What follows belongs to an exercise in optimizing a design on an open flow for small area and few clock cycles per item; a production flow would make more cautious choices.
RTL that was checked went through simulation tests only; none was proved equivalent to the original.

==> run A: inputs <==
Design yuyv_to_rgb_converter_unit, start of the top module:
module yuyv_to_rgb_converter_unit (
    input  logic           i_clk,
    input  logic           i_rst_n,
    input  logic           i_yuyv_valid,
    output logic           o_yuyv_ready,
    input  logic [32:0]    i_yuyv_data,
    output logic           o_rgb_valid,
    input  logic           i_rgb_ready,
    output logic [48:0]    o_rgb_data
);
export LEC_CHECK = 0
export CAP_MARGIN = 20
export CORE_MARGIN = 2
export CORE_UTILIZATION = 70
export CTS_BUF_LIST = sky130_fd_sc_hd__clkbuf_8
export CTS_CLUSTER_SIZE = 30
export GPL_ROUTABILITY_DRIVEN = 0
export GPL_TIMING_DRIVEN = 0
export SLEW_MARGIN = 20
create_clock -name core_clock -period 6.5 [get_ports {i_clk}]
standard.sh (not shown) runs the stock make flow with config.mk's settings and CLKGATE_MAP_FILE= SYNTH_SCRIPT=/design/flow/synth_recipe.tcl, a recipe that flattens the netlist after the stock synthesis.
==> flow/flow/run.sh <==
#!/bin/bash
# Standard layout, with the port buffers made from plain buffers
# (sky130_fd_sc_hd__buf_1) instead of the default delay buffer cell.
set -e
export BUFFER_PORTS_ARGS="-buffer_cell sky130_fd_sc_hd__buf_1"
bash standard.sh > standard.log 2>&1
==> run G: changes against run A <==
CORE_UTILIZATION = 60   (was 70)
CTS_BUF_LIST = default   (was sky130_fd_sc_hd__clkbuf_8)
CTS_CLUSTER_SIZE = default   (was 30)
GPL_ROUTABILITY_DRIVEN = default   (was 0)
GPL_TIMING_DRIVEN = default   (was 0)
==> run summary <==
quantity	run A	run G
Die outline width	134.5 um	144.9 um
Outcome	complete, no violations	complete, no violations
Clk slew on worst S/H paths	0.11 ns	0.07 ns
Number of global-route vias before repair	8958	8778
Area growth syn-to-layout	11.27%	11.38%
Clock tree skew after final layout	0.02299 ns	0.01114 ns
Count of non-filler cells in the finished layout	1552	1601
Post-Place Setup Slack	-0.7182 ns	0.07638 ns
Worst path buffer plus inverter count	4	3
M3 GR Usage	4.505%	4.025%
Routed met3 length	1581 um	1435 um
Average detailed-routed wire length per instance	18.84 um	18.16 um
Delay of the slowest cell on the worst path	0.54 ns	0.53 ns
Proportion of final cell area spent on non-clock buffers	4.832%	4.949%
Wire length on met2	14010 um	13270 um
Sequential portion of the cell area	18.87%	18.85%
End of the worst register-to-register path	r_out[33]	r_out[38]
1st-iter DRT viols	626	405
Largest net degree at the start of global routing	62	61
Number of rows in the core area	47	51
Arrival time worst endpoint	6.55 ns	6.42 ns
Number of gates on the worst path with buffers counted	23	22
Testbench counts of run A, summed over its fixed seeds: cycles 12,016, items 12,000.
Testbench counts of run G, summed over its fixed seeds: cycles 12,016, items 12,000.

---

==> job 8751: inputs <==
Starting RTL as in the previous note.
==> flow/config.mk <==
export PLATFORM = sky130hd
export DESIGN_NAME = yuyv_to_rgb_converter_unit
export DESIGN_NICKNAME = yuyv_to_rgb_converter_unit
export VERILOG_FILES = /design/flow/design.v
export SDC_FILE = /design/flow/constraint.sdc
export NUM_CORES = 4
export LEC_CHECK = 0
export CAP_MARGIN = 20
export CORE_MARGIN = 2
export CORE_UTILIZATION = 70
export CTS_BUF_LIST = sky130_fd_sc_hd__clkbuf_8
export CTS_CLUSTER_SIZE = 30
export SLEW_MARGIN = 20
==> flow/constraint.sdc <==
create_clock -name core_clock -period 6.5 [get_ports {i_clk}]
set_input_delay 1.3000 -clock core_clock [delete_from_list [all_inputs] [get_ports {i_clk}]]
set_output_delay 1.3000 -clock core_clock [all_outputs]
set_load 0.01 [all_outputs]
Scripts as last shown in full above: flow/flow/run.sh
==> inputs of job 1489, as changes to job 8751 <==
--- a/flow/design.v
+++ b/flow/design.v
@@ -50,29 +50,20 @@
     yuv2rgb_pkg::t_rgb_pair   w_out;
     logic                     r_v;
     logic                     w_adv;
     assign w_adv        = !r_v || i_rgb_ready;
     assign o_yuyv_ready = w_adv;
     assign o_rgb_valid  = r_v;
-    logic r_v_in;
     always_ff @(posedge i_clk) begin
         if (!i_rst_n) begin
-            r_v_in <= 1'b0;
-            r_v    <= 1'b0;
+            r_v <= 1'b0;
         end else if (w_adv) begin
-            r_v_in <= i_yuyv_valid;
-            r_v    <= r_v_in;
+            r_v <= i_yuyv_valid;
         end
     end
-    yuv2rgb_pkg::t_yuyv_group r_in;
-    always_ff @(posedge i_clk) begin
-        if (w_adv) begin
-            r_in <= yuv2rgb_pkg::t_yuyv_group'(i_yuyv_data);
-        end
-    end
-    assign w_in = r_in;
+    assign w_in = yuv2rgb_pkg::t_yuyv_group'(i_yuyv_data);
     yuv2rgb_pkg::t_rgb_pair r_out;
     always_ff @(posedge i_clk) begin
         if (w_adv) begin
             r_out <= w_out;
         end
     end
Settings changed: CORE_UTILIZATION 70 to 40, CTS_BUF_LIST sky130_fd_sc_hd__clkbuf_8 to default, CTS_CLUSTER_SIZE 30 to default.
==> inputs of job 6104, as changes to job 8751 <==
==> flow/run.sh (new file) <==
#!/bin/bash
# synth_recipe.tcl (not shown) runs the flow's synth.tcl, then flattens the netlist and writes it again
# the make line also repeats each setting of config.mk as NAME=value (left out here)
make -C /OpenROAD-flow-scripts/flow DESIGN_CONFIG=/design/flow/config.mk WORK_HOME=/design/flow/orfs CLKGATE_MAP_FILE= SYNTH_SCRIPT=/design/flow/synth_recipe.tcl finish
Settings changed: CORE_UTILIZATION 70 to 40, CTS_BUF_LIST sky130_fd_sc_hd__clkbuf_8 to default, CTS_CLUSTER_SIZE 30 to default.
removed: flow/flow/run.sh
removed: flow/standard.sh
==> comparison table <==
| metric | job 6104 | job 1489 | job 8751 |
|---|---|---|---|
| Result of the run | complete, no violations | failed layout checks | complete, no violations |
| Layout check failures | - | negative setup slack | - |
| Arrival time worst endpoint | 6440 ps | 6560 ps | 6410 ps |
| Fraction of final layout cells with drive strength greater than 1 | 7.47% | 23.0% | 6.69% |
| Pin count of the biggest net entering global routing | 59 | 52 | 53 |
| Non-clock inverter instance count of the final layout | 207 | 202 | 207 |
| Tap cell instance count | 390 | 341 | 220 |
| Post-synthesis instance total | 1191 | 1165 | 1191 |
| Full die area | 31200 µm² | 28900 µm² | 18100 µm² |
| Effective utilization at floorplan | 40.4% | 40.8% | 71.9% |
| Buffers, non-clock | 134 | 332 | 125 |
| Critical Path Start Type | flip-flop | primary input | flip-flop |
| Detailed Routing Iterations Pass 1 | 7 | 5 | 6 |
| WL final | 31800 µm | 30900 µm | 29600 µm |
| Via count of the first global-routing pass | 8941 | 9450 | 9203 |
| Clock transition at the register clock pins on the worst setup and hold paths after CTS | 70 ps | 70 ps | 100 ps |
| Met3 WL | 1350 µm | 1280 µm | 2020 µm |
| Stage delay of the slowest cell on the critical path | 520 ps | 520 ps | 530 ps |
| Count of placed standard cells including taps | 1709 | 1816 | 1528 |
| Multi-In Gates | 898 | 913 | 898 |
| Reg2Reg Depth | 22 | 2 | 22 |
Testbench counts of job 8751, summed over its fixed seeds: cycles 12,016, items 12,000.
Testbench counts of job 6104, summed over its fixed seeds: cycles 12,016, items 12,000.
For job 1489, only the layout was checked, not whether the RTL still works.

re-timing with driven ports:
The results above use ideal ports. As a check the final layouts listed here were re-extracted and re-timed, cells and wires unchanged.
Step 1: set_driving_cell puts a clkbuf_16 on i_clk and a buf_2 on each other input, an assumption about the parent block.
Step 2 moves the port delays by t, midway between the first and last clock arrival at a register: inputs arrive t later, outputs are due t later. That takes back most of the time a late clock gives input paths.
a / b / c = ideal ports / drivers / drivers and shift; a / b = the first two.
run	shift t [ns]	setup WS [ns]	worst hold slack (ns)	worst register clock-pin slew, ns	cell pins on the clock port's net
run A	0.422	0.095 / 0.095 / 0.095	0.431 / 0.431 / 0.431	0.11 / 0.11	1
run G	0.400	0.200 / 0.200 / 0.200	0.432 / 0.432 / 0.432	0.07 / 0.07	1
job 8751	0.424	0.244 / 0.244 / 0.244	0.433 / 0.433 / 0.433	0.11 / 0.11	1
job 1489	0.326	-0.027 / -0.045 / -0.371	0.937 / 0.937 / 0.937	0.07 / 0.07	1
job 6104	0.417	0.189 / 0.189 / 0.189	0.429 / 0.429 / 0.429	0.08 / 0.08	1
For job 1489, which loses most, drivers alone change the setup slack by -0.018 ns; drivers and shift together by -0.344 ns.
